This is an optimization exercise on Yosys and OpenROAD, whose aim is small area and a short achievable clock period, not a production implementation.
RTL that was checked went through simulation tests only; none was proved equivalent to the original.
Function not checked in run 1: the RTL went through the layout flow alone.

==> flow/design.v (outline; a module is shown in full before it is edited, if it fits) <==
// module qmult: 1306 lines
// module qmult_fa: 4 lines
// module qmult_bsel: 3 lines
// module qmult_ha: 4 lines
module qmult #(
   parameter int Q = 15,
   parameter int N = 32
) (
   input  logic [N-1:0] a,
   input  logic [N-1:0] b,
   output logic [N-1:0] c,
   input  logic         clk,
   input  logic         rst,
   output logic [N-1:0] c_reg,
   output logic         ovr
);
  // ...
==> flow/run.sh <==
#!/bin/bash
# synth_recipe.tcl (not shown) runs the flow's synth.tcl, then flattens the netlist and writes it again
# the make line also repeats each setting of config.mk as NAME=value (left out here)
make -C /OpenROAD-flow-scripts/flow DESIGN_CONFIG=/design/flow/config.mk WORK_HOME=/design/flow/orfs CLKGATE_MAP_FILE= SYNTH_SCRIPT=/design/flow/synth_recipe.tcl finish
==> flow/config.mk <==
export PLATFORM = sky130hd
export DESIGN_NAME = qmult
export DESIGN_NICKNAME = qmult
export VERILOG_FILES = /design/flow/design.v
export SDC_FILE = /design/flow/constraint.sdc
export NUM_CORES = 4
export LEC_CHECK = 0
export CAP_MARGIN = 20
export CORE_MARGIN = 2
export CORE_UTILIZATION = 40
export SETUP_SLACK_MARGIN = 5
export SLEW_MARGIN = 20
export SYNTH_HIERARCHICAL = 1
export SYNTH_MINIMUM_KEEP_SIZE = 0
==> flow/constraint.sdc <==
create_clock -name core_clock -period 15.0 [get_ports {clk}]
set_input_delay 3.0000 -clock core_clock [delete_from_list [all_inputs] [get_ports {clk}]]
set_output_delay 3.0000 -clock core_clock [all_outputs]
set_load 0.01 [all_outputs]
==> reports/results.txt, run 1 <==
Result of the run = complete, no violations
Clk sinks = 33
Non-clk invs = 52
Number of design rule violations left after detail routing = 0
Routed WL per cell = 29.0 microns
Critical Path Sink = c[4]
Multi-input gates = 1770
Top metal layer carrying routed signals = met4
Max Root-Sink Buffers = 2
Final setup margin = 2.56 ns
Detailed route wirelength on metal2 = 39100 microns
Met1 GRT Util = 41.1%
Top cell type by total area after synthesis = sky130_fd_sc_hd__fa_1
Standard cell with the maximum stage delay on the critical path = sky130_fd_sc_hd__fa_2
Post-detail-place hpwl = 62200 microns
Reg clk slew, reported paths = 0.06 ns
Ys flop type = sky130_fd_sc_hd__dfrtp_1
Placement Cell Area = 25200 sq um
Global-route met3 utilization = 7.13%
Post-Route M1 WL = 34800 microns
Final global-route overflow total = 0
Most frequent cell after synthesis = sky130_fd_sc_hd__xnor2_1
Proportion of cell area occupied by multi-input gates = 76.5%
Cell occurring most often along the worst timing path = sky130_fd_sc_hd__fa_2
Most common cell after layout, fill and taps aside = sky130_fd_sc_hd__a22oi_2
Number of distinct standard cells referenced by the synthesized netlist = 61
IO buf count = 130
Gr usage total = 31.4%
Layout non-clock buf frac = 16.6%
Final standard cell count with taps included and fillers excluded = 3006
Area fraction in compound gates after synthesis = 31.2%
Maximum clock rate = 80.4 MHz
Area fraction in and, or, nand and nor cells after synthesis = 3.78%
Unrepaired setup endpoints after global routing = true
Die outline width = 236 microns
Max Transition Viols Final = 0
Synth Instances = 1830
Floorplan core area = 52800 sq um
Number of placement rows = 84
==> module qmult, before the edit <==
module qmult #(
   parameter int Q = 15,
   parameter int N = 32
) (
   input  logic [N-1:0] a,
   input  logic [N-1:0] b,
   output logic [N-1:0] c,
   input  logic         clk,
   input  logic         rst,
   output logic [N-1:0] c_reg,
   output logic         ovr
);
   logic [32:0] bx;
   logic [31:0] ax;
   assign bx = {1'b0, b[30:0], 1'b0};
   assign ax = {1'b0, a[30:0]};
   logic [31:0] axm;
   assign axm = {a[30:0], 1'b0};
   logic [15:0] one, two, neg;
   logic [511:0] pp;
   for (genvar i = 0; i < 16; i++) begin : g_row
      assign one[i] = bx[2*i+1] ^ bx[2*i];
      assign two[i] = (bx[2*i+2] & ~bx[2*i+1] & ~bx[2*i]) | (~bx[2*i+2] & bx[2*i+1] & bx[2*i]);
      assign neg[i] = bx[2*i+2];
      for (genvar j = 0; j < 32; j++) begin : g_bit
         if (2*i+j < 47) begin : g_used
         qmult_bsel u_sel (.one(one[i]), .two(two[i]), .neg(neg[i]), .x(ax[j]), .xm(axm[j]), .p(pp[i*32+j]));
         end else begin : g_unused
            assign pp[i*32+j] = 1'b0;
         end
      end
   end
   logic s1;
   logic c2;
   logic s3;
   logic c4;
   logic s5;
   logic c6;
   logic s7;
   logic c8;
   logic s9;
   logic c10;
   logic s11;
   logic c12;
   logic s13;
   logic c14;
   logic s15;
   logic c16;
   logic s17;
   logic c18;
   logic s19;
   logic c20;
   logic s21;
   logic c22;
   logic s23;
   logic c24;
   logic s25;
   logic c26;
   logic s27;
   logic c28;
   logic s29;
   logic c30;
   logic s31;
   logic c32;
   logic s33;
   logic c34;
   logic s35;
   logic c36;
   logic s37;
   logic c38;
   logic s39;
   logic c40;
   logic s41;
   logic c42;
   logic s43;
   logic c44;
   logic s45;
   logic c46;
   logic s47;
   logic c48;
   logic s49;
   logic c50;
   logic s51;
   logic c52;
   logic s53;
   logic c54;
   logic s55;
   logic c56;
   logic s57;
   logic c58;
   logic s59;
   logic c60;
   logic s61;
   logic c62;
   logic s63;
   logic c64;
   logic s65;
   logic c66;
   logic s67;
   logic c68;
   logic s69;
   logic c70;
   logic s71;
   logic c72;
   logic s73;
   logic c74;
   logic s75;
   logic c76;
   logic s77;
   logic c78;
   logic s79;
   logic c80;
   logic s81;
   logic c82;
   logic s83;
   logic c84;
   logic s85;
   logic c86;
   logic s87;
   logic c88;
   logic s89;
   logic c90;
   logic s91;
   logic c92;
   logic s93;
   logic c94;
   logic s95;
   logic c96;
   logic s97;
   logic c98;
   logic s99;
   logic c100;
   logic s101;
   logic c102;
   logic s103;
   logic c104;
   logic s105;
   logic c106;
   logic s107;
   logic c108;
   logic s109;
   logic c110;
   logic s111;
   logic c112;
   logic s113;
   logic c114;
   logic s115;
   logic c116;
   logic s117;
   logic c118;
   logic s119;
   logic c120;
   logic s121;
   logic c122;
   logic s123;
   logic c124;
   logic s125;
   logic c126;
   logic s127;
   logic c128;
   logic s129;
   logic c130;
   logic s131;
   logic c132;
   logic s133;
   logic c134;
   logic s135;
   logic c136;
   logic s137;
   logic c138;
   logic s139;
   logic c140;
   logic s141;
   logic c142;
   logic s143;
   logic c144;
   logic s145;
   logic c146;
   logic s147;
   logic c148;
   logic s149;
   logic c150;
   logic s151;
   logic c152;
   logic s153;
   logic c154;
   logic s155;
   logic c156;
   logic s157;
   logic c158;
   logic s159;
   logic c160;
   logic s161;
   logic c162;
   logic s163;
   logic c164;
   logic s165;
   logic c166;
   logic s167;
   logic c168;
   logic s169;
   logic c170;
   logic s171;
   logic c172;
   logic s173;
   logic c174;
   logic s175;
   logic c176;
   logic s177;
   logic c178;
   logic s179;
   logic c180;
   logic s181;
   logic c182;
   logic s183;
   logic c184;
   logic s185;
   logic c186;
   logic s187;
   logic c188;
   logic s189;
   logic c190;
   logic s191;
   logic c192;
   logic s193;
   logic c194;
   logic s195;
   logic c196;
   logic s197;
   logic c198;
   logic s199;
   logic c200;
   logic s201;
   logic c202;
   logic s203;
   logic c204;
   logic s205;
   logic c206;
   logic s207;
   logic c208;
   logic s209;
   logic c210;
   logic s211;
   logic c212;
   logic s213;
   logic c214;
   logic s215;
   logic c216;
   logic s217;
   logic c218;
   logic s219;
   logic c220;
   logic s221;
   logic c222;
   logic s223;
   logic c224;
   logic s225;
   logic c226;
   logic s227;
   logic c228;
   logic s229;
   logic c230;
   logic s231;
   logic c232;
   logic s233;
   logic c234;
   logic s235;
   logic c236;
   logic s237;
   logic c238;
   logic s239;
   logic c240;
   logic s241;
   logic c242;
   logic s243;
   logic c244;
   logic s245;
   logic c246;
   logic s247;
   logic c248;
   logic s249;
   logic c250;
   logic s251;
   logic c252;
   logic s253;
   logic c254;
   logic s255;
   logic c256;
   logic s257;
   logic c258;
   logic s259;
   logic c260;
   logic s261;
   logic c262;
   logic s263;
   logic c264;
   logic s265;
   logic c266;
   logic s267;
   logic c268;
   logic s269;
   logic c270;
   logic s271;
   logic c272;
   logic s273;
   logic c274;
   logic s275;
   logic c276;
   logic s277;
   logic c278;
   logic s279;
   logic c280;
   logic s281;
   logic c282;
   logic s283;
   logic c284;
   logic s285;
   logic c286;
   logic s287;
   logic c288;
   logic s289;
   logic c290;
   logic s291;
   logic c292;
   logic s293;
   logic c294;
   logic s295;
   logic c296;
   logic s297;
   logic c298;
   logic s299;
   logic c300;
   logic s301;
   logic c302;
   logic s303;
   logic c304;
   logic s305;
   logic c306;
   logic s307;
   logic c308;
   logic s309;
   logic c310;
   logic s311;
   logic c312;
   logic s313;
   logic c314;
   logic s315;
   logic c316;
   logic s317;
   logic c318;
   logic s319;
   logic c320;
   logic s321;
   logic c322;
   logic s323;
   logic c324;
   logic s325;
   logic c326;
   logic s327;
   logic c328;
   logic s329;
   logic c330;
   logic s331;
   logic c332;
   logic s333;
   logic c334;
   logic s335;
   logic c336;
   logic s337;
   logic c338;
   logic s339;
   logic c340;
   logic s341;
   logic c342;
   logic s343;
   logic c344;
   logic s345;
   logic c346;
   logic s347;
   logic c348;
   logic s349;
   logic c350;
   logic s351;
   logic c352;
   logic s353;
   logic c354;
   logic s355;
   logic c356;
   logic s357;
   logic c358;
   logic s359;
   logic c360;
   logic s361;
   logic c362;
   logic s363;
   logic c364;
   logic s365;
   logic c366;
   logic s367;
   logic c368;
   logic s369;
   logic c370;
   logic s371;
   logic c372;
   logic s373;
   logic c374;
   logic s375;
   logic c376;
   logic s377;
   logic c378;
   logic s379;
   logic c380;
   logic s381;
   logic c382;
   logic s383;
   logic c384;
   logic s385;
   logic c386;
   logic s387;
   logic c388;
   logic s389;
   logic c390;
   logic s391;
   logic c392;
   logic s393;
   logic c394;
   logic s395;
   logic c396;
   logic s397;
   logic c398;
   logic s399;
   logic c400;
   logic s401;
   logic c402;
   logic s403;
   logic c404;
   logic s405;
   logic c406;
   logic s407;
   logic c408;
   logic s409;
   logic c410;
   logic s411;
   logic c412;
   logic s413;
   logic c414;
   logic s415;
   logic c416;
   logic s417;
   logic c418;
   logic s419;
   logic c420;
   logic s421;
   logic c422;
   logic s423;
   logic c424;
   logic s425;
   logic c426;
   logic s427;
   logic c428;
   logic s429;
   logic c430;
   logic s431;
   logic c432;
   logic s433;
   logic c434;
   logic s435;
   logic c436;
   logic s437;
   logic c438;
   logic s439;
   logic c440;
   logic s441;
   logic c442;
   logic s443;
   logic c444;
   logic s445;
   logic c446;
   logic s447;
   logic c448;
   logic s449;
   logic c450;
   logic s451;
   logic c452;
   logic s453;
   logic c454;
   logic s455;
   logic c456;
   logic s457;
   logic c458;
   logic s459;
   logic c460;
   logic s461;
   logic c462;
   logic s463;
   logic c464;
   logic s465;
   logic c466;
   logic s467;
   logic c468;
   logic s469;
   logic c470;
   logic s471;
   logic c472;
   logic s473;
   logic c474;
   logic s475;
   logic c476;
   logic s477;
   logic c478;
   logic s479;
   logic c480;
   logic s481;
   logic c482;
   logic s483;
   logic c484;
   logic s485;
   logic c486;
   logic s487;
   logic c488;
   logic s489;
   logic c490;
   logic s491;
   logic c492;
   logic s493;
   logic c494;
   logic s495;
   logic c496;
   logic s497;
   logic c498;
   logic s499;
   logic c500;
   logic s501;
   logic c502;
   logic s503;
   logic c504;
   logic s505;
   logic c506;
   logic s507;
   logic c508;
   logic s509;
   logic c510;
   logic s511;
   logic c512;
   logic s513;
   logic c514;
   logic s515;
   logic c516;
   logic s517;
   logic c518;
   logic s519;
   logic c520;
   logic s521;
   logic c522;
   logic s523;
   logic c524;
   logic s525;
   logic c526;
   logic s527;
   logic c528;
   logic s529;
   logic c530;
   logic s531;
   logic c532;
   logic s533;
   logic c534;
   logic s535;
   logic c536;
   logic s537;
   logic c538;
   logic s539;
   logic c540;
   logic s541;
   logic c542;
   logic s543;
   logic c544;
   logic s545;
   logic c546;
   logic s547;
   logic c548;
   logic s549;
   logic c550;
   logic s551;
   logic c552;
   logic s553;
   logic c554;
   logic s555;
   logic c556;
   logic s557;
   logic c558;
   logic s559;
   logic c560;
   logic s561;
   logic c562;
   logic s563;
   logic c564;
   logic s565;
   logic c566;
   logic s567;
   logic c568;
   logic s569;
   logic c570;
   logic s571;
   logic c572;
   logic s573;
   logic c574;
   logic s575;
   logic c576;
   logic s577;
   logic c578;
   logic s579;
   logic c580;
   logic s581;
   logic c582;
   logic s583;
   logic c584;
   logic s585;
   logic c586;
   logic s587;
   logic c588;
   logic s589;
   logic c590;
   logic s591;
   logic c592;
   logic s593;
   logic c594;
   logic s595;
   logic c596;
   logic s597;
   logic c598;
   logic s599;
   logic c600;
   logic s601;
   logic c602;
   logic s603;
   logic c604;
   logic s605;
   logic c606;
   logic s607;
   logic c608;
   logic s609;
   logic c610;
   logic s611;
   logic c612;
   logic s613;
   logic c614;
   logic s615;
   logic c616;
   logic s617;
   logic c618;
   logic s619;
   logic c620;
   logic s621;
   logic c622;
   logic s623;
   logic c624;
   logic s625;
   logic c626;
   logic s627;
   logic c628;
   logic s629;
   logic c630;
   logic s631;
   logic c632;
   logic s633;
   logic c634;
   logic s635;
   logic c636;
   logic s637;
   logic c638;
   logic s639;
   logic c640;
   logic s641;
   logic c642;
   logic s643;
   logic c644;
   logic s645;
   logic c646;
   logic s647;
   logic c648;
   logic s649;
   logic c650;
   logic s651;
   logic c652;
   logic s653;
   logic c654;
   logic s655;
   logic c656;
   logic s657;
   logic c658;
   logic s659;
   logic c660;
   logic s661;
   logic c662;
   logic s663;
   logic c664;
   logic s665;
   logic c666;
   logic s667;
   logic c668;
   logic s669;
   logic c670;
   logic s671;
   logic c672;
   logic s673;
   logic c674;
   logic s675;
   logic c676;
   logic s677;
   logic c678;
   logic s679;
   logic c680;
   logic s681;
   logic c682;
   logic s683;
   logic c684;
   logic s685;
   logic c686;
   logic s687;
   logic c688;
   logic s689;
   logic c690;
   logic s691;
   logic c692;
   logic s693;
   logic c694;
   logic s695;
   logic c696;
   logic s697;
   logic c698;
   logic s699;
   logic c700;
   logic s701;
   logic c702;
   logic s703;
   logic c704;
   logic s705;
   logic c706;
   logic s707;
   logic c708;
   logic s709;
   logic c710;
   logic s711;
   logic c712;
   logic s713;
   logic c714;
   logic s715;
   logic c716;
   logic s717;
   logic c718;
   logic s719;
   logic c720;
   logic s721;
   logic c722;
   logic s723;
   logic c724;
   logic s725;
   logic c726;
   logic s727;
   logic c728;
   logic s729;
   logic c730;
   logic s731;
   logic c732;
   logic s733;
   logic c734;
   logic s735;
   logic c736;
   logic s737;
   logic c738;
   logic s739;
   logic c740;
   logic s741;
   logic c742;
   logic s743;
   logic c744;
   logic s745;
   logic c746;
   logic s747;
   logic c748;
   logic s749;
   logic c750;
   logic s751;
   logic c752;
   logic s753;
   logic c754;
   logic s755;
   logic c756;
   logic s757;
   logic c758;
   logic s759;
   logic c760;
   logic s761;
   logic c762;
   logic s763;
   logic c764;
   logic s765;
   logic c766;
   logic s767;
   logic c768;
   logic s769;
   logic c770;
   logic s771;
   logic c772;
   logic s773;
   logic c774;
   logic s775;
   logic c776;
   logic s777;
   logic c778;
   logic s779;
   logic c780;
   logic s781;
   logic c782;
   logic s783;
   logic c784;
   logic s785;
   logic c786;
   logic s787;
   logic c788;
   logic s789;
   logic c790;
   logic s791;
   logic c792;
   logic s793;
   logic c794;
   logic s795;
   logic c796;
   logic s797;
   logic c798;
   logic s799;
   logic c800;
   logic s801;
   logic c802;
   logic s803;
   logic c804;
   logic s805;
   logic c806;
   logic s807;
   logic c808;
   logic s809;
   logic c810;
   logic s811;
   logic c812;
   logic s813;
   logic c814;
   logic s815;
   logic c816;
   logic s817;
   logic c818;
   logic s819;
   logic c820;
   logic s821;
   logic c822;
   logic s823;
   logic c824;
   logic s825;
   logic c826;
   logic s827;
   logic c828;
   qmult_ha u_s1 (.x(neg[1]), .y(pp[2]), .s(s1), .c(c2));
   qmult_ha u_s3 (.x(pp[3]), .y(pp[33]), .s(s3), .c(c4));
   qmult_fa u_s5 (.x(neg[2]), .y(pp[4]), .z(pp[34]), .s(s5), .c(c6));
   qmult_ha u_s7 (.x(pp[64]), .y(c4), .s(s7), .c(c8));
   qmult_fa u_s9 (.x(pp[5]), .y(pp[35]), .z(pp[65]), .s(s9), .c(c10));
   qmult_ha u_s11 (.x(c6), .y(c8), .s(s11), .c(c12));
   qmult_fa u_s13 (.x(neg[3]), .y(pp[6]), .z(pp[36]), .s(s13), .c(c14));
   qmult_fa u_s15 (.x(pp[66]), .y(pp[96]), .z(c10), .s(s15), .c(c16));
   qmult_ha u_s17 (.x(s13), .y(c12), .s(s17), .c(c18));
   qmult_fa u_s19 (.x(pp[7]), .y(pp[37]), .z(pp[67]), .s(s19), .c(c20));
   qmult_fa u_s21 (.x(pp[97]), .y(c14), .z(s19), .s(s21), .c(c22));
   qmult_ha u_s23 (.x(c16), .y(c18), .s(s23), .c(c24));
   qmult_fa u_s25 (.x(neg[4]), .y(pp[8]), .z(pp[38]), .s(s25), .c(c26));
   qmult_fa u_s27 (.x(pp[68]), .y(pp[98]), .z(pp[128]), .s(s27), .c(c28));
   qmult_fa u_s29 (.x(c20), .y(s25), .z(s27), .s(s29), .c(c30));
   qmult_ha u_s31 (.x(c22), .y(s29), .s(s31), .c(c32));
   qmult_fa u_s33 (.x(pp[9]), .y(pp[39]), .z(pp[69]), .s(s33), .c(c34));
   qmult_fa u_s35 (.x(pp[99]), .y(pp[129]), .z(c26), .s(s35), .c(c36));
   qmult_fa u_s37 (.x(c28), .y(s33), .z(c30), .s(s37), .c(c38));
   qmult_ha u_s39 (.x(s35), .y(c32), .s(s39), .c(c40));
   qmult_fa u_s41 (.x(neg[5]), .y(pp[10]), .z(pp[40]), .s(s41), .c(c42));
   qmult_fa u_s43 (.x(pp[70]), .y(pp[100]), .z(pp[130]), .s(s43), .c(c44));
   qmult_fa u_s45 (.x(pp[160]), .y(c34), .z(s41), .s(s45), .c(c46));
   qmult_fa u_s47 (.x(s43), .y(c36), .z(s45), .s(s47), .c(c48));
   qmult_ha u_s49 (.x(c38), .y(c40), .s(s49), .c(c50));
   qmult_fa u_s51 (.x(pp[11]), .y(pp[41]), .z(pp[71]), .s(s51), .c(c52));
   qmult_fa u_s53 (.x(pp[101]), .y(pp[131]), .z(pp[161]), .s(s53), .c(c54));
   qmult_fa u_s55 (.x(c42), .y(c44), .z(s51), .s(s55), .c(c56));
   qmult_fa u_s57 (.x(s53), .y(c46), .z(s55), .s(s57), .c(c58));
   qmult_ha u_s59 (.x(c48), .y(s57), .s(s59), .c(c60));
   qmult_fa u_s61 (.x(neg[6]), .y(pp[12]), .z(pp[42]), .s(s61), .c(c62));
   qmult_fa u_s63 (.x(pp[72]), .y(pp[102]), .z(pp[132]), .s(s63), .c(c64));
   qmult_fa u_s65 (.x(pp[162]), .y(pp[192]), .z(c52), .s(s65), .c(c66));
   qmult_fa u_s67 (.x(c54), .y(s61), .z(s63), .s(s67), .c(c68));
   qmult_fa u_s69 (.x(c56), .y(s65), .z(s67), .s(s69), .c(c70));
   qmult_ha u_s71 (.x(c58), .y(s69), .s(s71), .c(c72));
   qmult_fa u_s73 (.x(pp[13]), .y(pp[43]), .z(pp[73]), .s(s73), .c(c74));
   qmult_fa u_s75 (.x(pp[103]), .y(pp[133]), .z(pp[163]), .s(s75), .c(c76));
   qmult_fa u_s77 (.x(pp[193]), .y(c62), .z(c64), .s(s77), .c(c78));
   qmult_fa u_s79 (.x(s73), .y(s75), .z(c66), .s(s79), .c(c80));
   qmult_fa u_s81 (.x(c68), .y(s77), .z(s79), .s(s81), .c(c82));
   qmult_ha u_s83 (.x(c70), .y(c72), .s(s83), .c(c84));
   qmult_fa u_s85 (.x(neg[7]), .y(pp[14]), .z(pp[44]), .s(s85), .c(c86));
   qmult_fa u_s87 (.x(pp[74]), .y(pp[104]), .z(pp[134]), .s(s87), .c(c88));
   qmult_fa u_s89 (.x(pp[164]), .y(pp[194]), .z(pp[224]), .s(s89), .c(c90));
   qmult_fa u_s91 (.x(c74), .y(c76), .z(s85), .s(s91), .c(c92));
   qmult_fa u_s93 (.x(s87), .y(s89), .z(c78), .s(s93), .c(c94));
   qmult_fa u_s95 (.x(s91), .y(c80), .z(s93), .s(s95), .c(c96));
   qmult_ha u_s97 (.x(c82), .y(s95), .s(s97), .c(c98));
   qmult_fa u_s99 (.x(pp[15]), .y(pp[45]), .z(pp[75]), .s(s99), .c(c100));
   qmult_fa u_s101 (.x(pp[105]), .y(pp[135]), .z(pp[165]), .s(s101), .c(c102));
   qmult_fa u_s103 (.x(pp[195]), .y(pp[225]), .z(c86), .s(s103), .c(c104));
   qmult_fa u_s105 (.x(c88), .y(c90), .z(s99), .s(s105), .c(c106));
   qmult_fa u_s107 (.x(s101), .y(c92), .z(s103), .s(s107), .c(c108));
   qmult_fa u_s109 (.x(s105), .y(c94), .z(s107), .s(s109), .c(c110));
   qmult_ha u_s111 (.x(c96), .y(s109), .s(s111), .c(c112));
   qmult_fa u_s113 (.x(neg[8]), .y(pp[16]), .z(pp[46]), .s(s113), .c(c114));
   qmult_fa u_s115 (.x(pp[76]), .y(pp[106]), .z(pp[136]), .s(s115), .c(c116));
   qmult_fa u_s117 (.x(pp[166]), .y(pp[196]), .z(pp[226]), .s(s117), .c(c118));
   qmult_fa u_s119 (.x(pp[256]), .y(c100), .z(c102), .s(s119), .c(c120));
   qmult_fa u_s121 (.x(s113), .y(s115), .z(s117), .s(s121), .c(c122));
   qmult_fa u_s123 (.x(c104), .y(c106), .z(s119), .s(s123), .c(c124));
   qmult_fa u_s125 (.x(s121), .y(c108), .z(s123), .s(s125), .c(c126));
   qmult_ha u_s127 (.x(c110), .y(s125), .s(s127), .c(c128));
   qmult_fa u_s129 (.x(pp[17]), .y(pp[47]), .z(pp[77]), .s(s129), .c(c130));
   qmult_fa u_s131 (.x(pp[107]), .y(pp[137]), .z(pp[167]), .s(s131), .c(c132));
   qmult_fa u_s133 (.x(pp[197]), .y(pp[227]), .z(pp[257]), .s(s133), .c(c134));
   qmult_fa u_s135 (.x(c114), .y(c116), .z(c118), .s(s135), .c(c136));
   qmult_fa u_s137 (.x(s129), .y(s131), .z(s133), .s(s137), .c(c138));
   qmult_fa u_s139 (.x(c120), .y(c122), .z(s135), .s(s139), .c(c140));
   qmult_fa u_s141 (.x(s137), .y(c124), .z(s139), .s(s141), .c(c142));
   qmult_ha u_s143 (.x(c126), .y(s141), .s(s143), .c(c144));
   qmult_fa u_s145 (.x(neg[9]), .y(pp[18]), .z(pp[48]), .s(s145), .c(c146));
   qmult_fa u_s147 (.x(pp[78]), .y(pp[108]), .z(pp[138]), .s(s147), .c(c148));
   qmult_fa u_s149 (.x(pp[168]), .y(pp[198]), .z(pp[228]), .s(s149), .c(c150));
   qmult_fa u_s151 (.x(pp[258]), .y(pp[288]), .z(c130), .s(s151), .c(c152));
   qmult_fa u_s153 (.x(c132), .y(c134), .z(s145), .s(s153), .c(c154));
   qmult_fa u_s155 (.x(s147), .y(s149), .z(c136), .s(s155), .c(c156));
   qmult_fa u_s157 (.x(c138), .y(s151), .z(s153), .s(s157), .c(c158));
   qmult_fa u_s159 (.x(c140), .y(s155), .z(s157), .s(s159), .c(c160));
   qmult_ha u_s161 (.x(c142), .y(s159), .s(s161), .c(c162));
   qmult_fa u_s163 (.x(pp[19]), .y(pp[49]), .z(pp[79]), .s(s163), .c(c164));
   qmult_fa u_s165 (.x(pp[109]), .y(pp[139]), .z(pp[169]), .s(s165), .c(c166));
   qmult_fa u_s167 (.x(pp[199]), .y(pp[229]), .z(pp[259]), .s(s167), .c(c168));
   qmult_fa u_s169 (.x(pp[289]), .y(c146), .z(c148), .s(s169), .c(c170));
   qmult_fa u_s171 (.x(c150), .y(s163), .z(s165), .s(s171), .c(c172));
   qmult_fa u_s173 (.x(s167), .y(c152), .z(c154), .s(s173), .c(c174));
   qmult_fa u_s175 (.x(s169), .y(s171), .z(c156), .s(s175), .c(c176));
   qmult_fa u_s177 (.x(c158), .y(s173), .z(s175), .s(s177), .c(c178));
   qmult_ha u_s179 (.x(c160), .y(c162), .s(s179), .c(c180));
   qmult_fa u_s181 (.x(neg[10]), .y(pp[20]), .z(pp[50]), .s(s181), .c(c182));
   qmult_fa u_s183 (.x(pp[80]), .y(pp[110]), .z(pp[140]), .s(s183), .c(c184));
   qmult_fa u_s185 (.x(pp[170]), .y(pp[200]), .z(pp[230]), .s(s185), .c(c186));
   qmult_fa u_s187 (.x(pp[260]), .y(pp[290]), .z(pp[320]), .s(s187), .c(c188));
   qmult_fa u_s189 (.x(c164), .y(c166), .z(c168), .s(s189), .c(c190));
   qmult_fa u_s191 (.x(s181), .y(s183), .z(s185), .s(s191), .c(c192));
   qmult_fa u_s193 (.x(s187), .y(c170), .z(c172), .s(s193), .c(c194));
   qmult_fa u_s195 (.x(s189), .y(s191), .z(c174), .s(s195), .c(c196));
   qmult_fa u_s197 (.x(s193), .y(c176), .z(s195), .s(s197), .c(c198));
   qmult_ha u_s199 (.x(c178), .y(s197), .s(s199), .c(c200));
   qmult_fa u_s201 (.x(pp[21]), .y(pp[51]), .z(pp[81]), .s(s201), .c(c202));
   qmult_fa u_s203 (.x(pp[111]), .y(pp[141]), .z(pp[171]), .s(s203), .c(c204));
   qmult_fa u_s205 (.x(pp[201]), .y(pp[231]), .z(pp[261]), .s(s205), .c(c206));
   qmult_fa u_s207 (.x(pp[291]), .y(pp[321]), .z(c182), .s(s207), .c(c208));
   qmult_fa u_s209 (.x(c184), .y(c186), .z(c188), .s(s209), .c(c210));
   qmult_fa u_s211 (.x(s201), .y(s203), .z(s205), .s(s211), .c(c212));
   qmult_fa u_s213 (.x(c190), .y(c192), .z(s207), .s(s213), .c(c214));
   qmult_fa u_s215 (.x(s209), .y(s211), .z(c194), .s(s215), .c(c216));
   qmult_fa u_s217 (.x(s213), .y(c196), .z(s215), .s(s217), .c(c218));
   qmult_ha u_s219 (.x(c198), .y(s217), .s(s219), .c(c220));
   qmult_fa u_s221 (.x(neg[11]), .y(pp[22]), .z(pp[52]), .s(s221), .c(c222));
   qmult_fa u_s223 (.x(pp[82]), .y(pp[112]), .z(pp[142]), .s(s223), .c(c224));
   qmult_fa u_s225 (.x(pp[172]), .y(pp[202]), .z(pp[232]), .s(s225), .c(c226));
   qmult_fa u_s227 (.x(pp[262]), .y(pp[292]), .z(pp[322]), .s(s227), .c(c228));
   qmult_fa u_s229 (.x(pp[352]), .y(c202), .z(c204), .s(s229), .c(c230));
   qmult_fa u_s231 (.x(c206), .y(s221), .z(s223), .s(s231), .c(c232));
   qmult_fa u_s233 (.x(s225), .y(s227), .z(c208), .s(s233), .c(c234));
   qmult_fa u_s235 (.x(c210), .y(c212), .z(s229), .s(s235), .c(c236));
   qmult_fa u_s237 (.x(s231), .y(c214), .z(s233), .s(s237), .c(c238));
   qmult_fa u_s239 (.x(s235), .y(c216), .z(s237), .s(s239), .c(c240));
   qmult_ha u_s241 (.x(c218), .y(s239), .s(s241), .c(c242));
   qmult_fa u_s243 (.x(pp[23]), .y(pp[53]), .z(pp[83]), .s(s243), .c(c244));
   qmult_fa u_s245 (.x(pp[113]), .y(pp[143]), .z(pp[173]), .s(s245), .c(c246));
   qmult_fa u_s247 (.x(pp[203]), .y(pp[233]), .z(pp[263]), .s(s247), .c(c248));
   qmult_fa u_s249 (.x(pp[293]), .y(pp[323]), .z(pp[353]), .s(s249), .c(c250));
   qmult_fa u_s251 (.x(c222), .y(c224), .z(c226), .s(s251), .c(c252));
   qmult_fa u_s253 (.x(c228), .y(s243), .z(s245), .s(s253), .c(c254));
   qmult_fa u_s255 (.x(s247), .y(s249), .z(c230), .s(s255), .c(c256));
   qmult_fa u_s257 (.x(c232), .y(s251), .z(s253), .s(s257), .c(c258));
   qmult_fa u_s259 (.x(c234), .y(c236), .z(s255), .s(s259), .c(c260));
   qmult_fa u_s261 (.x(s257), .y(c238), .z(s259), .s(s261), .c(c262));
   qmult_ha u_s263 (.x(c240), .y(s261), .s(s263), .c(c264));
   qmult_fa u_s265 (.x(neg[12]), .y(pp[24]), .z(pp[54]), .s(s265), .c(c266));
   qmult_fa u_s267 (.x(pp[84]), .y(pp[114]), .z(pp[144]), .s(s267), .c(c268));
   qmult_fa u_s269 (.x(pp[174]), .y(pp[204]), .z(pp[234]), .s(s269), .c(c270));
   qmult_fa u_s271 (.x(pp[264]), .y(pp[294]), .z(pp[324]), .s(s271), .c(c272));
   qmult_fa u_s273 (.x(pp[354]), .y(pp[384]), .z(c244), .s(s273), .c(c274));
   qmult_fa u_s275 (.x(c246), .y(c248), .z(c250), .s(s275), .c(c276));
   qmult_fa u_s277 (.x(s265), .y(s267), .z(s269), .s(s277), .c(c278));
   qmult_fa u_s279 (.x(s271), .y(c252), .z(c254), .s(s279), .c(c280));
   qmult_fa u_s281 (.x(s273), .y(s275), .z(s277), .s(s281), .c(c282));
   qmult_fa u_s283 (.x(c256), .y(c258), .z(s279), .s(s283), .c(c284));
   qmult_fa u_s285 (.x(s281), .y(c260), .z(s283), .s(s285), .c(c286));
   qmult_ha u_s287 (.x(c262), .y(s285), .s(s287), .c(c288));
   qmult_fa u_s289 (.x(pp[25]), .y(pp[55]), .z(pp[85]), .s(s289), .c(c290));
   qmult_fa u_s291 (.x(pp[115]), .y(pp[145]), .z(pp[175]), .s(s291), .c(c292));
   qmult_fa u_s293 (.x(pp[205]), .y(pp[235]), .z(pp[265]), .s(s293), .c(c294));
   qmult_fa u_s295 (.x(pp[295]), .y(pp[325]), .z(pp[355]), .s(s295), .c(c296));
   qmult_fa u_s297 (.x(pp[385]), .y(c266), .z(c268), .s(s297), .c(c298));
   qmult_fa u_s299 (.x(c270), .y(c272), .z(s289), .s(s299), .c(c300));
   qmult_fa u_s301 (.x(s291), .y(s293), .z(s295), .s(s301), .c(c302));
   qmult_fa u_s303 (.x(c274), .y(c276), .z(c278), .s(s303), .c(c304));
   qmult_fa u_s305 (.x(s297), .y(s299), .z(s301), .s(s305), .c(c306));
   qmult_fa u_s307 (.x(c280), .y(c282), .z(s303), .s(s307), .c(c308));
   qmult_fa u_s309 (.x(s305), .y(c284), .z(s307), .s(s309), .c(c310));
   qmult_ha u_s311 (.x(c286), .y(s309), .s(s311), .c(c312));
   qmult_fa u_s313 (.x(neg[13]), .y(pp[26]), .z(pp[56]), .s(s313), .c(c314));
   qmult_fa u_s315 (.x(pp[86]), .y(pp[116]), .z(pp[146]), .s(s315), .c(c316));
   qmult_fa u_s317 (.x(pp[176]), .y(pp[206]), .z(pp[236]), .s(s317), .c(c318));
   qmult_fa u_s319 (.x(pp[266]), .y(pp[296]), .z(pp[326]), .s(s319), .c(c320));
   qmult_fa u_s321 (.x(pp[356]), .y(pp[386]), .z(pp[416]), .s(s321), .c(c322));
   qmult_fa u_s323 (.x(c290), .y(c292), .z(c294), .s(s323), .c(c324));
   qmult_fa u_s325 (.x(c296), .y(s313), .z(s315), .s(s325), .c(c326));
   qmult_fa u_s327 (.x(s317), .y(s319), .z(s321), .s(s327), .c(c328));
   qmult_fa u_s329 (.x(c298), .y(c300), .z(c302), .s(s329), .c(c330));
   qmult_fa u_s331 (.x(s323), .y(s325), .z(s327), .s(s331), .c(c332));
   qmult_fa u_s333 (.x(c304), .y(c306), .z(s329), .s(s333), .c(c334));
   qmult_fa u_s335 (.x(s331), .y(c308), .z(s333), .s(s335), .c(c336));
   qmult_ha u_s337 (.x(c310), .y(s335), .s(s337), .c(c338));
   qmult_fa u_s339 (.x(pp[27]), .y(pp[57]), .z(pp[87]), .s(s339), .c(c340));
   qmult_fa u_s341 (.x(pp[117]), .y(pp[147]), .z(pp[177]), .s(s341), .c(c342));
   qmult_fa u_s343 (.x(pp[207]), .y(pp[237]), .z(pp[267]), .s(s343), .c(c344));
   qmult_fa u_s345 (.x(pp[297]), .y(pp[327]), .z(pp[357]), .s(s345), .c(c346));
   qmult_fa u_s347 (.x(pp[387]), .y(pp[417]), .z(c314), .s(s347), .c(c348));
   qmult_fa u_s349 (.x(c316), .y(c318), .z(c320), .s(s349), .c(c350));
   qmult_fa u_s351 (.x(c322), .y(s339), .z(s341), .s(s351), .c(c352));
   qmult_fa u_s353 (.x(s343), .y(s345), .z(c324), .s(s353), .c(c354));
   qmult_fa u_s355 (.x(c326), .y(c328), .z(s347), .s(s355), .c(c356));
   qmult_fa u_s357 (.x(s349), .y(s351), .z(c330), .s(s357), .c(c358));
   qmult_fa u_s359 (.x(s353), .y(c332), .z(s355), .s(s359), .c(c360));
   qmult_fa u_s361 (.x(c334), .y(s357), .z(s359), .s(s361), .c(c362));
   qmult_ha u_s363 (.x(c336), .y(s361), .s(s363), .c(c364));
   qmult_fa u_s365 (.x(neg[14]), .y(pp[28]), .z(pp[58]), .s(s365), .c(c366));
   qmult_fa u_s367 (.x(pp[88]), .y(pp[118]), .z(pp[148]), .s(s367), .c(c368));
   qmult_fa u_s369 (.x(pp[178]), .y(pp[208]), .z(pp[238]), .s(s369), .c(c370));
   qmult_fa u_s371 (.x(pp[268]), .y(pp[298]), .z(pp[328]), .s(s371), .c(c372));
   qmult_fa u_s373 (.x(pp[358]), .y(pp[388]), .z(pp[418]), .s(s373), .c(c374));
   qmult_fa u_s375 (.x(pp[448]), .y(c340), .z(c342), .s(s375), .c(c376));
   qmult_fa u_s377 (.x(c344), .y(c346), .z(s365), .s(s377), .c(c378));
   qmult_fa u_s379 (.x(s367), .y(s369), .z(s371), .s(s379), .c(c380));
   qmult_fa u_s381 (.x(s373), .y(c348), .z(c350), .s(s381), .c(c382));
   qmult_fa u_s383 (.x(c352), .y(s375), .z(s377), .s(s383), .c(c384));
   qmult_fa u_s385 (.x(s379), .y(c354), .z(c356), .s(s385), .c(c386));
   qmult_fa u_s387 (.x(s381), .y(s383), .z(c358), .s(s387), .c(c388));
   qmult_fa u_s389 (.x(c360), .y(s385), .z(s387), .s(s389), .c(c390));
   qmult_ha u_s391 (.x(c362), .y(c364), .s(s391), .c(c392));
   qmult_fa u_s393 (.x(pp[29]), .y(pp[59]), .z(pp[89]), .s(s393), .c(c394));
   qmult_fa u_s395 (.x(pp[119]), .y(pp[149]), .z(pp[179]), .s(s395), .c(c396));
   qmult_fa u_s397 (.x(pp[209]), .y(pp[239]), .z(pp[269]), .s(s397), .c(c398));
   qmult_fa u_s399 (.x(pp[299]), .y(pp[329]), .z(pp[359]), .s(s399), .c(c400));
   qmult_fa u_s401 (.x(pp[389]), .y(pp[419]), .z(pp[449]), .s(s401), .c(c402));
   qmult_fa u_s403 (.x(c366), .y(c368), .z(c370), .s(s403), .c(c404));
   qmult_fa u_s405 (.x(c372), .y(c374), .z(s393), .s(s405), .c(c406));
   qmult_fa u_s407 (.x(s395), .y(s397), .z(s399), .s(s407), .c(c408));
   qmult_fa u_s409 (.x(s401), .y(c376), .z(c378), .s(s409), .c(c410));
   qmult_fa u_s411 (.x(c380), .y(s403), .z(s405), .s(s411), .c(c412));
   qmult_fa u_s413 (.x(s407), .y(c382), .z(c384), .s(s413), .c(c414));
   qmult_fa u_s415 (.x(s409), .y(s411), .z(c386), .s(s415), .c(c416));
   qmult_fa u_s417 (.x(s413), .y(c388), .z(s415), .s(s417), .c(c418));
   qmult_ha u_s419 (.x(c390), .y(s417), .s(s419), .c(c420));
   qmult_fa u_s421 (.x(pp[30]), .y(pp[60]), .z(pp[90]), .s(s421), .c(c422));
   qmult_fa u_s423 (.x(pp[120]), .y(pp[150]), .z(pp[180]), .s(s423), .c(c424));
   qmult_fa u_s425 (.x(pp[210]), .y(pp[240]), .z(pp[270]), .s(s425), .c(c426));
   qmult_fa u_s427 (.x(pp[300]), .y(pp[330]), .z(pp[360]), .s(s427), .c(c428));
   qmult_fa u_s429 (.x(pp[390]), .y(pp[420]), .z(pp[450]), .s(s429), .c(c430));
   qmult_fa u_s431 (.x(pp[480]), .y(c394), .z(c396), .s(s431), .c(c432));
   qmult_fa u_s433 (.x(c398), .y(c400), .z(c402), .s(s433), .c(c434));
   qmult_fa u_s435 (.x(s421), .y(s423), .z(s425), .s(s435), .c(c436));
   qmult_fa u_s437 (.x(s427), .y(s429), .z(c404), .s(s437), .c(c438));
   qmult_fa u_s439 (.x(c406), .y(c408), .z(s431), .s(s439), .c(c440));
   qmult_fa u_s441 (.x(s433), .y(s435), .z(c410), .s(s441), .c(c442));
   qmult_fa u_s443 (.x(s437), .y(c412), .z(s439), .s(s443), .c(c444));
   qmult_fa u_s445 (.x(c414), .y(s441), .z(s443), .s(s445), .c(c446));
   qmult_fa u_s447 (.x(c416), .y(s445), .z(c418), .s(s447), .c(c448));
   qmult_fa u_s449 (.x(pp[31]), .y(pp[61]), .z(pp[91]), .s(s449), .c(c450));
   qmult_fa u_s451 (.x(pp[121]), .y(pp[151]), .z(pp[181]), .s(s451), .c(c452));
   qmult_fa u_s453 (.x(pp[211]), .y(pp[241]), .z(pp[271]), .s(s453), .c(c454));
   qmult_fa u_s455 (.x(pp[301]), .y(pp[331]), .z(pp[361]), .s(s455), .c(c456));
   qmult_fa u_s457 (.x(pp[391]), .y(pp[421]), .z(pp[451]), .s(s457), .c(c458));
   qmult_fa u_s459 (.x(pp[481]), .y(c422), .z(c424), .s(s459), .c(c460));
   qmult_fa u_s461 (.x(c426), .y(c428), .z(c430), .s(s461), .c(c462));
   qmult_fa u_s463 (.x(s449), .y(s451), .z(s453), .s(s463), .c(c464));
   qmult_fa u_s465 (.x(s455), .y(s457), .z(c432), .s(s465), .c(c466));
   qmult_fa u_s467 (.x(c434), .y(c436), .z(s459), .s(s467), .c(c468));
   qmult_fa u_s469 (.x(s461), .y(s463), .z(c438), .s(s469), .c(c470));
   qmult_fa u_s471 (.x(c440), .y(s465), .z(s467), .s(s471), .c(c472));
   qmult_fa u_s473 (.x(c442), .y(s469), .z(c444), .s(s473), .c(c474));
   qmult_fa u_s475 (.x(s471), .y(c446), .z(s473), .s(s475), .c(c476));
   assign s477 = ~(~neg[0] ^ pp[62]);
   assign c478 = ~neg[0] | pp[62];
   qmult_fa u_s479 (.x(pp[92]), .y(pp[122]), .z(pp[152]), .s(s479), .c(c480));
   qmult_fa u_s481 (.x(pp[182]), .y(pp[212]), .z(pp[242]), .s(s481), .c(c482));
   qmult_fa u_s483 (.x(pp[272]), .y(pp[302]), .z(pp[332]), .s(s483), .c(c484));
   qmult_fa u_s485 (.x(pp[362]), .y(pp[392]), .z(pp[422]), .s(s485), .c(c486));
   qmult_fa u_s487 (.x(pp[452]), .y(pp[482]), .z(s477), .s(s487), .c(c488));
   qmult_fa u_s489 (.x(c450), .y(c452), .z(c454), .s(s489), .c(c490));
   qmult_fa u_s491 (.x(c456), .y(c458), .z(s479), .s(s491), .c(c492));
   qmult_fa u_s493 (.x(s481), .y(s483), .z(s485), .s(s493), .c(c494));
   qmult_fa u_s495 (.x(s487), .y(c460), .z(c462), .s(s495), .c(c496));
   qmult_fa u_s497 (.x(c464), .y(s489), .z(s491), .s(s497), .c(c498));
   qmult_fa u_s499 (.x(s493), .y(c466), .z(c468), .s(s499), .c(c500));
   qmult_fa u_s501 (.x(s495), .y(s497), .z(c470), .s(s501), .c(c502));
   qmult_fa u_s503 (.x(c472), .y(s499), .z(s501), .s(s503), .c(c504));
   qmult_ha u_s505 (.x(c474), .y(s503), .s(s505), .c(c506));
   assign s507 = ~(pp[63] ^ pp[93]);
   assign c508 = pp[63] | pp[93];
   qmult_fa u_s509 (.x(pp[123]), .y(pp[153]), .z(pp[183]), .s(s509), .c(c510));
   qmult_fa u_s511 (.x(pp[213]), .y(pp[243]), .z(pp[273]), .s(s511), .c(c512));
   qmult_fa u_s513 (.x(pp[303]), .y(pp[333]), .z(pp[363]), .s(s513), .c(c514));
   qmult_fa u_s515 (.x(pp[393]), .y(pp[423]), .z(pp[453]), .s(s515), .c(c516));
   qmult_fa u_s517 (.x(pp[483]), .y(c478), .z(s507), .s(s517), .c(c518));
   qmult_fa u_s519 (.x(c480), .y(c482), .z(c484), .s(s519), .c(c520));
   qmult_fa u_s521 (.x(c486), .y(s509), .z(s511), .s(s521), .c(c522));
   qmult_fa u_s523 (.x(s513), .y(s515), .z(c488), .s(s523), .c(c524));
   qmult_fa u_s525 (.x(s517), .y(c490), .z(c492), .s(s525), .c(c526));
   qmult_fa u_s527 (.x(c494), .y(s519), .z(s521), .s(s527), .c(c528));
   qmult_fa u_s529 (.x(s523), .y(c496), .z(c498), .s(s529), .c(c530));
   qmult_fa u_s531 (.x(s525), .y(s527), .z(c500), .s(s531), .c(c532));
   qmult_fa u_s533 (.x(s529), .y(c502), .z(s531), .s(s533), .c(c534));
   qmult_ha u_s535 (.x(c504), .y(s533), .s(s535), .c(c536));
   qmult_fa u_s537 (.x(~neg[1]), .y(pp[94]), .z(pp[124]), .s(s537), .c(c538));
   qmult_fa u_s539 (.x(pp[154]), .y(pp[184]), .z(pp[214]), .s(s539), .c(c540));
   qmult_fa u_s541 (.x(pp[244]), .y(pp[274]), .z(pp[304]), .s(s541), .c(c542));
   qmult_fa u_s543 (.x(pp[334]), .y(pp[364]), .z(pp[394]), .s(s543), .c(c544));
   qmult_fa u_s545 (.x(pp[424]), .y(pp[454]), .z(pp[484]), .s(s545), .c(c546));
   qmult_fa u_s547 (.x(c508), .y(c510), .z(c512), .s(s547), .c(c548));
   qmult_fa u_s549 (.x(c514), .y(c516), .z(s537), .s(s549), .c(c550));
   qmult_fa u_s551 (.x(s539), .y(s541), .z(s543), .s(s551), .c(c552));
   qmult_fa u_s553 (.x(s545), .y(c518), .z(c520), .s(s553), .c(c554));
   qmult_fa u_s555 (.x(c522), .y(s547), .z(s549), .s(s555), .c(c556));
   qmult_fa u_s557 (.x(s551), .y(c524), .z(c526), .s(s557), .c(c558));
   qmult_fa u_s559 (.x(s553), .y(c528), .z(s555), .s(s559), .c(c560));
   qmult_fa u_s561 (.x(c530), .y(s557), .z(s559), .s(s561), .c(c562));
   qmult_fa u_s563 (.x(c532), .y(s561), .z(c534), .s(s563), .c(c564));
   assign s565 = ~(pp[95] ^ pp[125]);
   assign c566 = pp[95] | pp[125];
   qmult_fa u_s567 (.x(pp[155]), .y(pp[185]), .z(pp[215]), .s(s567), .c(c568));
   qmult_fa u_s569 (.x(pp[245]), .y(pp[275]), .z(pp[305]), .s(s569), .c(c570));
   qmult_fa u_s571 (.x(pp[335]), .y(pp[365]), .z(pp[395]), .s(s571), .c(c572));
   qmult_fa u_s573 (.x(pp[425]), .y(pp[455]), .z(pp[485]), .s(s573), .c(c574));
   qmult_fa u_s575 (.x(s565), .y(c538), .z(c540), .s(s575), .c(c576));
   qmult_fa u_s577 (.x(c542), .y(c544), .z(c546), .s(s577), .c(c578));
   qmult_fa u_s579 (.x(s567), .y(s569), .z(s571), .s(s579), .c(c580));
   qmult_fa u_s581 (.x(s573), .y(c548), .z(c550), .s(s581), .c(c582));
   qmult_fa u_s583 (.x(c552), .y(s575), .z(s577), .s(s583), .c(c584));
   qmult_fa u_s585 (.x(s579), .y(c554), .z(c556), .s(s585), .c(c586));
   qmult_fa u_s587 (.x(s581), .y(s583), .z(c558), .s(s587), .c(c588));
   qmult_fa u_s589 (.x(c560), .y(s585), .z(s587), .s(s589), .c(c590));
   qmult_ha u_s591 (.x(c562), .y(s589), .s(s591), .c(c592));
   qmult_fa u_s593 (.x(~neg[2]), .y(pp[126]), .z(pp[156]), .s(s593), .c(c594));
   qmult_fa u_s595 (.x(pp[186]), .y(pp[216]), .z(pp[246]), .s(s595), .c(c596));
   qmult_fa u_s597 (.x(pp[276]), .y(pp[306]), .z(pp[336]), .s(s597), .c(c598));
   qmult_fa u_s599 (.x(pp[366]), .y(pp[396]), .z(pp[426]), .s(s599), .c(c600));
   qmult_fa u_s601 (.x(pp[456]), .y(pp[486]), .z(c566), .s(s601), .c(c602));
   qmult_fa u_s603 (.x(c568), .y(c570), .z(c572), .s(s603), .c(c604));
   qmult_fa u_s605 (.x(c574), .y(s593), .z(s595), .s(s605), .c(c606));
   qmult_fa u_s607 (.x(s597), .y(s599), .z(s601), .s(s607), .c(c608));
   qmult_fa u_s609 (.x(c576), .y(c578), .z(c580), .s(s609), .c(c610));
   qmult_fa u_s611 (.x(s603), .y(s605), .z(s607), .s(s611), .c(c612));
   qmult_fa u_s613 (.x(c582), .y(c584), .z(s609), .s(s613), .c(c614));
   qmult_fa u_s615 (.x(s611), .y(c586), .z(s613), .s(s615), .c(c616));
   qmult_fa u_s617 (.x(c588), .y(s615), .z(c590), .s(s617), .c(c618));
   assign s619 = ~(pp[127] ^ pp[157]);
   assign c620 = pp[127] | pp[157];
   qmult_fa u_s621 (.x(pp[187]), .y(pp[217]), .z(pp[247]), .s(s621), .c(c622));
   qmult_fa u_s623 (.x(pp[277]), .y(pp[307]), .z(pp[337]), .s(s623), .c(c624));
   qmult_fa u_s625 (.x(pp[367]), .y(pp[397]), .z(pp[427]), .s(s625), .c(c626));
   qmult_fa u_s627 (.x(pp[457]), .y(pp[487]), .z(s619), .s(s627), .c(c628));
   qmult_fa u_s629 (.x(c594), .y(c596), .z(c598), .s(s629), .c(c630));
   qmult_fa u_s631 (.x(c600), .y(s621), .z(s623), .s(s631), .c(c632));
   qmult_fa u_s633 (.x(s625), .y(c602), .z(s627), .s(s633), .c(c634));
   qmult_fa u_s635 (.x(c604), .y(c606), .z(s629), .s(s635), .c(c636));
   qmult_fa u_s637 (.x(s631), .y(c608), .z(s633), .s(s637), .c(c638));
   qmult_fa u_s639 (.x(c610), .y(s635), .z(c612), .s(s639), .c(c640));
   qmult_fa u_s641 (.x(s637), .y(c614), .z(s639), .s(s641), .c(c642));
   qmult_ha u_s643 (.x(c616), .y(s641), .s(s643), .c(c644));
   qmult_fa u_s645 (.x(~neg[3]), .y(pp[158]), .z(pp[188]), .s(s645), .c(c646));
   qmult_fa u_s647 (.x(pp[218]), .y(pp[248]), .z(pp[278]), .s(s647), .c(c648));
   qmult_fa u_s649 (.x(pp[308]), .y(pp[338]), .z(pp[368]), .s(s649), .c(c650));
   qmult_fa u_s651 (.x(pp[398]), .y(pp[428]), .z(pp[458]), .s(s651), .c(c652));
   qmult_fa u_s653 (.x(pp[488]), .y(c620), .z(c622), .s(s653), .c(c654));
   qmult_fa u_s655 (.x(c624), .y(c626), .z(s645), .s(s655), .c(c656));
   qmult_fa u_s657 (.x(s647), .y(s649), .z(s651), .s(s657), .c(c658));
   qmult_fa u_s659 (.x(c628), .y(c630), .z(c632), .s(s659), .c(c660));
   qmult_fa u_s661 (.x(s653), .y(s655), .z(s657), .s(s661), .c(c662));
   qmult_fa u_s663 (.x(c634), .y(c636), .z(s659), .s(s663), .c(c664));
   qmult_fa u_s665 (.x(s661), .y(c638), .z(s663), .s(s665), .c(c666));
   qmult_fa u_s667 (.x(c640), .y(s665), .z(c642), .s(s667), .c(c668));
   assign s669 = ~(pp[159] ^ pp[189]);
   assign c670 = pp[159] | pp[189];
   qmult_fa u_s671 (.x(pp[219]), .y(pp[249]), .z(pp[279]), .s(s671), .c(c672));
   qmult_fa u_s673 (.x(pp[309]), .y(pp[339]), .z(pp[369]), .s(s673), .c(c674));
   qmult_fa u_s675 (.x(pp[399]), .y(pp[429]), .z(pp[459]), .s(s675), .c(c676));
   qmult_fa u_s677 (.x(pp[489]), .y(s669), .z(c646), .s(s677), .c(c678));
   qmult_fa u_s679 (.x(c648), .y(c650), .z(c652), .s(s679), .c(c680));
   qmult_fa u_s681 (.x(s671), .y(s673), .z(s675), .s(s681), .c(c682));
   qmult_fa u_s683 (.x(c654), .y(c656), .z(c658), .s(s683), .c(c684));
   qmult_fa u_s685 (.x(s677), .y(s679), .z(s681), .s(s685), .c(c686));
   qmult_fa u_s687 (.x(c660), .y(c662), .z(s683), .s(s687), .c(c688));
   qmult_fa u_s689 (.x(s685), .y(c664), .z(s687), .s(s689), .c(c690));
   qmult_ha u_s691 (.x(c666), .y(s689), .s(s691), .c(c692));
   qmult_fa u_s693 (.x(~neg[4]), .y(pp[190]), .z(pp[220]), .s(s693), .c(c694));
   qmult_fa u_s695 (.x(pp[250]), .y(pp[280]), .z(pp[310]), .s(s695), .c(c696));
   qmult_fa u_s697 (.x(pp[340]), .y(pp[370]), .z(pp[400]), .s(s697), .c(c698));
   qmult_fa u_s699 (.x(pp[430]), .y(pp[460]), .z(pp[490]), .s(s699), .c(c700));
   qmult_fa u_s701 (.x(c670), .y(c672), .z(c674), .s(s701), .c(c702));
   qmult_fa u_s703 (.x(c676), .y(s693), .z(s695), .s(s703), .c(c704));
   qmult_fa u_s705 (.x(s697), .y(s699), .z(c678), .s(s705), .c(c706));
   qmult_fa u_s707 (.x(c680), .y(c682), .z(s701), .s(s707), .c(c708));
   qmult_fa u_s709 (.x(s703), .y(c684), .z(s705), .s(s709), .c(c710));
   qmult_fa u_s711 (.x(c686), .y(s707), .z(c688), .s(s711), .c(c712));
   qmult_fa u_s713 (.x(s709), .y(c690), .z(s711), .s(s713), .c(c714));
   assign s715 = ~(pp[191] ^ pp[221]);
   assign c716 = pp[191] | pp[221];
   qmult_fa u_s717 (.x(pp[251]), .y(pp[281]), .z(pp[311]), .s(s717), .c(c718));
   qmult_fa u_s719 (.x(pp[341]), .y(pp[371]), .z(pp[401]), .s(s719), .c(c720));
   qmult_fa u_s721 (.x(pp[431]), .y(pp[461]), .z(pp[491]), .s(s721), .c(c722));
   qmult_fa u_s723 (.x(s715), .y(c694), .z(c696), .s(s723), .c(c724));
   qmult_fa u_s725 (.x(c698), .y(c700), .z(s717), .s(s725), .c(c726));
   qmult_fa u_s727 (.x(s719), .y(s721), .z(c702), .s(s727), .c(c728));
   qmult_fa u_s729 (.x(c704), .y(s723), .z(s725), .s(s729), .c(c730));
   qmult_fa u_s731 (.x(c706), .y(c708), .z(s727), .s(s731), .c(c732));
   qmult_fa u_s733 (.x(s729), .y(c710), .z(s731), .s(s733), .c(c734));
   qmult_ha u_s735 (.x(c712), .y(s733), .s(s735), .c(c736));
   qmult_fa u_s737 (.x(~neg[5]), .y(pp[222]), .z(pp[252]), .s(s737), .c(c738));
   qmult_fa u_s739 (.x(pp[282]), .y(pp[312]), .z(pp[342]), .s(s739), .c(c740));
   qmult_fa u_s741 (.x(pp[372]), .y(pp[402]), .z(pp[432]), .s(s741), .c(c742));
   qmult_fa u_s743 (.x(pp[462]), .y(pp[492]), .z(c716), .s(s743), .c(c744));
   qmult_fa u_s745 (.x(c718), .y(c720), .z(c722), .s(s745), .c(c746));
   qmult_fa u_s747 (.x(s737), .y(s739), .z(s741), .s(s747), .c(c748));
   qmult_fa u_s749 (.x(s743), .y(c724), .z(c726), .s(s749), .c(c750));
   qmult_fa u_s751 (.x(s745), .y(s747), .z(c728), .s(s751), .c(c752));
   qmult_fa u_s753 (.x(c730), .y(s749), .z(c732), .s(s753), .c(c754));
   qmult_fa u_s755 (.x(s751), .y(c734), .z(s753), .s(s755), .c(c756));
   assign s757 = ~(pp[223] ^ pp[253]);
   assign c758 = pp[223] | pp[253];
   qmult_fa u_s759 (.x(pp[283]), .y(pp[313]), .z(pp[343]), .s(s759), .c(c760));
   qmult_fa u_s761 (.x(pp[373]), .y(pp[403]), .z(pp[433]), .s(s761), .c(c762));
   qmult_fa u_s763 (.x(pp[463]), .y(pp[493]), .z(s757), .s(s763), .c(c764));
   qmult_fa u_s765 (.x(c738), .y(c740), .z(c742), .s(s765), .c(c766));
   qmult_fa u_s767 (.x(s759), .y(s761), .z(c744), .s(s767), .c(c768));
   qmult_fa u_s769 (.x(s763), .y(c746), .z(c748), .s(s769), .c(c770));
   qmult_fa u_s771 (.x(s765), .y(s767), .z(c750), .s(s771), .c(c772));
   qmult_fa u_s773 (.x(s769), .y(c752), .z(s771), .s(s773), .c(c774));
   qmult_ha u_s775 (.x(c754), .y(s773), .s(s775), .c(c776));
   qmult_fa u_s777 (.x(~neg[6]), .y(pp[254]), .z(pp[284]), .s(s777), .c(c778));
   qmult_fa u_s779 (.x(pp[314]), .y(pp[344]), .z(pp[374]), .s(s779), .c(c780));
   qmult_fa u_s781 (.x(pp[404]), .y(pp[434]), .z(pp[464]), .s(s781), .c(c782));
   qmult_fa u_s783 (.x(pp[494]), .y(c758), .z(c760), .s(s783), .c(c784));
   qmult_fa u_s785 (.x(c762), .y(s777), .z(s779), .s(s785), .c(c786));
   qmult_fa u_s787 (.x(s781), .y(c764), .z(c766), .s(s787), .c(c788));
   qmult_fa u_s789 (.x(s783), .y(s785), .z(c768), .s(s789), .c(c790));
   qmult_fa u_s791 (.x(c770), .y(s787), .z(s789), .s(s791), .c(c792));
   qmult_fa u_s793 (.x(c772), .y(s791), .z(c774), .s(s793), .c(c794));
   assign s795 = ~(pp[255] ^ pp[285]);
   assign c796 = pp[255] | pp[285];
   qmult_fa u_s797 (.x(pp[315]), .y(pp[345]), .z(pp[375]), .s(s797), .c(c798));
   qmult_fa u_s799 (.x(pp[405]), .y(pp[435]), .z(pp[465]), .s(s799), .c(c800));
   qmult_fa u_s801 (.x(pp[495]), .y(s795), .z(c778), .s(s801), .c(c802));
   qmult_fa u_s803 (.x(c780), .y(c782), .z(s797), .s(s803), .c(c804));
   qmult_fa u_s805 (.x(s799), .y(c784), .z(c786), .s(s805), .c(c806));
   qmult_fa u_s807 (.x(s801), .y(s803), .z(c788), .s(s807), .c(c808));
   qmult_fa u_s809 (.x(s805), .y(c790), .z(s807), .s(s809), .c(c810));
   qmult_ha u_s811 (.x(c792), .y(s809), .s(s811), .c(c812));
   qmult_fa u_s813 (.x(~neg[7]), .y(pp[286]), .z(pp[316]), .s(s813), .c(c814));
   qmult_fa u_s815 (.x(pp[346]), .y(pp[376]), .z(pp[406]), .s(s815), .c(c816));
   qmult_fa u_s817 (.x(pp[436]), .y(pp[466]), .z(pp[496]), .s(s817), .c(c818));
   qmult_fa u_s819 (.x(c796), .y(c798), .z(c800), .s(s819), .c(c820));
   qmult_fa u_s821 (.x(s813), .y(s815), .z(s817), .s(s821), .c(c822));
   qmult_fa u_s823 (.x(c802), .y(c804), .z(s819), .s(s823), .c(c824));
   qmult_fa u_s825 (.x(s821), .y(c806), .z(s823), .s(s825), .c(c826));
   qmult_fa u_s827 (.x(c808), .y(s825), .z(c810), .s(s827), .c(c828));
   logic [46:0] xr, yr, sum;
   assign xr = {c812, c794, c776, c756, c736, c714, c692, c668, c644, c618, c592, c564, c536, c506, c476, c448, c420, c392, s389, c338, c312, c288, c264, c242, c220, c200, c180, s177, c144, c128, c112, c98, c84, s81, c60, c50, s47, s37, c24, s21, s15, s9, s5, c2, pp[32], pp[1], pp[0]};
   assign yr = {s827, s811, s793, s775, s755, s735, s713, s691, s667, s643, s617, s591, s563, s535, s505, s475, s447, s419, s391, s363, s337, s311, s287, s263, s241, s219, s199, s179, s161, s143, s127, s111, s97, s83, s71, s59, s49, s39, s31, s23, s17, s11, s7, s3, s1, 1'b0, neg[0]};
   assign sum = xr + yr;
   logic [30:0] bhi;    
   logic        big;
   logic        overflow;
   assign bhi[30] = b[30];
   for (genvar k = 0; k < 30; k++) begin : g_bhi
      assign bhi[k] = b[k] | bhi[k+1];
   end
   assign big = (a[16] & bhi[30]) | (a[17] & bhi[29]) | (a[18] & bhi[28]) | (a[19] & bhi[27]) | (a[20] & bhi[26]) | (a[21] & bhi[25]) | (a[22] & bhi[24]) | (a[23] & bhi[23]) | (a[24] & bhi[22]) | (a[25] & bhi[21]) | (a[26] & bhi[20]) | (a[27] & bhi[19]) | (a[28] & bhi[18]) | (a[29] & bhi[17]) | (a[30] & bhi[16]);
   assign overflow = big | sum[46];
   assign c = {a[N-1] ^ b[N-1], overflow ? {(N-1){1'b1}} : sum[Q+N-2:Q]};
   always_ff @(posedge clk or posedge rst) begin
      if (rst) begin
         c_reg <= '0;
         ovr   <= 1'b0;
      end else begin
         c_reg <= c;
         ovr   <= overflow;
      end
   end
endmodule
==> module qmult_bsel, before the edit <==
module qmult_bsel (input logic one, input logic two, input logic neg, input logic x, input logic xm, output logic p);
   assign p = ((one & x) | (two & xm)) ^ neg;
endmodule
==> run 2: changes to the inputs <==
--- a/flow/design.v
+++ b/flow/design.v
@@ -25,4 +25,12 @@
       for (genvar j = 0; j < 32; j++) begin : g_bit
-         if (2*i+j < 47) begin : g_used
+         if (j == 0) begin : g_lsb
+            assign pp[i*32+j] = (one[i] & ax[0]) ^ neg[i];
+         end else if (j == 31) begin : g_msb
+            assign pp[i*32+j] = (two[i] & ax[30]) ^ neg[i];
+         end else if (2*i+j < 47) begin : g_used
+            if (i == 15) begin : g_pos
+               qmult_bsel_pos u_sel (.one(one[i]), .two(two[i]), .x(ax[j]), .xm(axm[j]), .p(pp[i*32+j]));
+            end else begin : g_sel
          qmult_bsel u_sel (.one(one[i]), .two(two[i]), .neg(neg[i]), .x(ax[j]), .xm(axm[j]), .p(pp[i*32+j]));
+            end
          end else begin : g_unused
@@ -1311,3 +1319,11 @@
 module qmult_bsel (input logic one, input logic two, input logic neg, input logic x, input logic xm, output logic p);
-   assign p = ((one & x) | (two & xm)) ^ neg;
+   logic n;
+   qmult_aoi u_aoi (.one(one), .two(two), .x(x), .xm(xm), .n(n));
+   assign p = ~(n ^ neg);
+endmodule
+module qmult_aoi (input logic one, input logic two, input logic x, input logic xm, output logic n);
+   assign n = ~((one & x) | (two & xm));
+endmodule
+module qmult_bsel_pos (input logic one, input logic two, input logic x, input logic xm, output logic p);
+   assign p = (one & x) | (two & xm);
 endmodule
--- a/flow/config.mk
+++ b/flow/config.mk
@@ -10,3 +10,2 @@
 export CORE_UTILIZATION = 40
-export SETUP_SLACK_MARGIN = 5
 export SLEW_MARGIN = 20
==> run 2 against run 1 <==
Effect of this change: sequential share of layout area increased by 0.55 points; fmax decreased by 16%; non-clock buffer count decreased by 200; final cell count decreased by 8.2%; routed wire length decreased by 2.6%; sequential cell count unchanged; worst setup slack got worse by 2.4 ns; global-route usage decreased by 0.15 points; final area decreased by 16%.
==> reports/results.txt, run 2 <==
Result of the run = complete, no violations (unchanged)
Sequential area share after synthesis = 3.90% (was 3.85%)
Max Transition Viols Final = 0 (unchanged)
Largest net degree at the start of global routing = 35 (was 34)
Floorplan core area = 52400 sq um (was 52800 sq um)
IO buf count = 130 (unchanged)
Die outline width = 234 microns (was 236 microns)
Synth Instances = 1831 (was 1830)
Most common cell after layout, fill and taps aside = sky130_fd_sc_hd__xnor2_1 (was sky130_fd_sc_hd__a22oi_2)
Number of distinct standard cells referenced by the synthesized netlist = 71 (was 61)
Area delta synth->final = 15.9% (was 36.8%)
Slew @ Worst Pin = 1.10 ns (was 1.17 ns)
Number of placement rows = 84 (unchanged)
Post-detail-place hpwl = 64100 microns (was 62200 microns)
Unrepaired setup endpoints after global routing = false (was true)
Most frequent cell after synthesis = sky130_fd_sc_hd__xnor2_1 (unchanged)
Critical path type = input pin to output pin (unchanged)
Maximum clock rate = 67.3 MHz (was 80.4 MHz)
Final setup margin = 0.147 ns (was 2.56 ns)
Final global-route overflow total = 0 (unchanged)
Ys flop type = sky130_fd_sc_hd__dfrtp_1 (unchanged)
Reg clk slew, reported paths = 0.06 ns (about the same)
Number of design rule violations left after detail routing = 0 (unchanged)
Net count of the finished layout = 2595 (was 2843)
Top cell type by total area after synthesis = sky130_fd_sc_hd__fa_1 (unchanged)
Share of synthesized flip-flops with an asynchronous set or reset = 100% (unchanged)
Clk sinks = 33 (unchanged)
Final standard cell count with taps included and fillers excluded = 2760 (was 3006)
Max Root-Sink Buffers = 2 (unchanged)
Gr usage total = 31.3% (was 31.4%)
-- run 2: layout make-up --
cell class / instances / area [sq um]
diodes: 2 / 5.00
clock buffers: 7 / 143
clock inverters: 1 / 30.0
fillers: 4821 / 27900
inverters: 51 / 191
multi-input cells: 1723 / 20400
flip-flops and latches: 33 / 826
well taps: 688 / 861
repair buffers: 255 / 2070
-- run 2: Yosys stat by module (local to each module, per instance) --
module	copies in the design	flops+latches	cells inside	cell area [sq um]
qmult_fa	370	0	1	20.0
qmult_bsel_pos	16	0	1	8.76
qmult	1	33	593	4510
qmult_aoi	408	0	1	12.5
qmult_bsel	408	0	1	8.76
qmult_ha	36	0	1	12.5
-- run 2: cells by family after synthesis --
family / Yosys count / synth area share (%)
xor gates and xnor gates: 458 / 18.9
and+or+nand+nor: 191 / 4.67
buffers and inverters: 75 / 1.41
DFF: 33 / 3.90
AOI/OAI and AO/OA: 614 / 30.8
adders and majority gates: 460 / 40.3
-- run 2: worst max-delay path, stage by stage --
cell                              delay, ns
sky130_fd_sc_hd__clkdlybuf4s50_1       0.65
sky130_fd_sc_hd__xor2_4                0.86
sky130_fd_sc_hd__buf_4                 0.39
sky130_fd_sc_hd__a22oi_2               0.13
sky130_fd_sc_hd__xnor2_1               0.21
sky130_fd_sc_hd__fa_1                  0.47
sky130_fd_sc_hd__fa_1                  0.50
sky130_fd_sc_hd__fa_1                  0.46
sky130_fd_sc_hd__fa_1                  0.58
sky130_fd_sc_hd__fa_1                  0.47
sky130_fd_sc_hd__fa_1                  0.50
sky130_fd_sc_hd__ha_1                  0.47
sky130_fd_sc_hd__and3_1                0.29
sky130_fd_sc_hd__nand2_1               0.14
sky130_fd_sc_hd__nor3_1                0.51
sky130_fd_sc_hd__o2111ai_1             0.45
sky130_fd_sc_hd__a211o_1               0.39
sky130_fd_sc_hd__nand3_2               0.10
sky130_fd_sc_hd__buf_4                 0.35
sky130_fd_sc_hd__o2111ai_1             0.34
sky130_fd_sc_hd__clkdlybuf4s50_1       0.58
-- run 2: path summary, 6_finish.rpt --
check / depth (start not counted) / to / slack (ns)
min in group core_clock: 2 / c_reg[31]$_DFF_PP0_ / 3.31
max in group asynchronous: 3 / c_reg[7]$_DFF_PP0_ / 11.54
hold / removal: 3 / c_reg[31]$_DFF_PP0_ / 3.11
setup / recovery: 21 / c[14] / 0.15
-- run 2: layer usage --
layer / track usage, % / vias up / part of all wire, % / wire length, microns
li1: - / 7207 / - / -
met1: 43.1 / 9260 / 42 / 35400
met2: 48.4 / 1057 / 44 / 37700
met3: 6.64 / 192 / 10 / 8570
met4: 11.1 / 0 / 3.8 / 3250
met5: 0 / - / 0 / 0
-- run 2: per-stage QoR --
step | hold WS (ns) | area [sq um] | utilization [%]
after floorplan | 3.13 | 21200 | -
after global placement | 3.45 | 24300 | 46.3
after detailed placement | 3.45 | 24300 | 46.3
after CTS | 3.13 | 24500 | 46.6
after global routing | 3.19 | 24500 | 46.8
final | 3.11 | 24500 | 46.8

[re-timing with driven ports]
The flow's constraints put no driver on any port. The routed layouts listed below were extracted and timed again, unchanged, in two steps.
Step 1, drivers: a clkbuf_16 drives clk and a buf_2 each remaining input, both assumed.
Step 2 adds t to the input delays and takes it off the output delays; t is the mean of the earliest and latest rising clock arrival at the registers after step 1. Input paths then give back, and output paths get back, about the clock's delay inside the block.
Slacks: ideal ports / drivers / drivers and shift; pairs: ideal ports / drivers.
run | t (ns) | setup WS [ns] | worst register clock-pin slew, ns | worst data-port slew with drivers (ns) | cell pins on the clock port's net
run 1 | 0.356 | 2.564 / 2.453 / 2.453 | 0.07 / 0.07 | 0.19 | 1
run 2 | 0.335 | 0.147 / 0.121 / 0.121 | 0.07 / 0.07 | 0.17 | 1
After both steps every run listed still meets setup and hold. For run 1, which loses most, drivers alone change the setup slack by -0.111 ns; drivers and shift together by -0.111 ns.
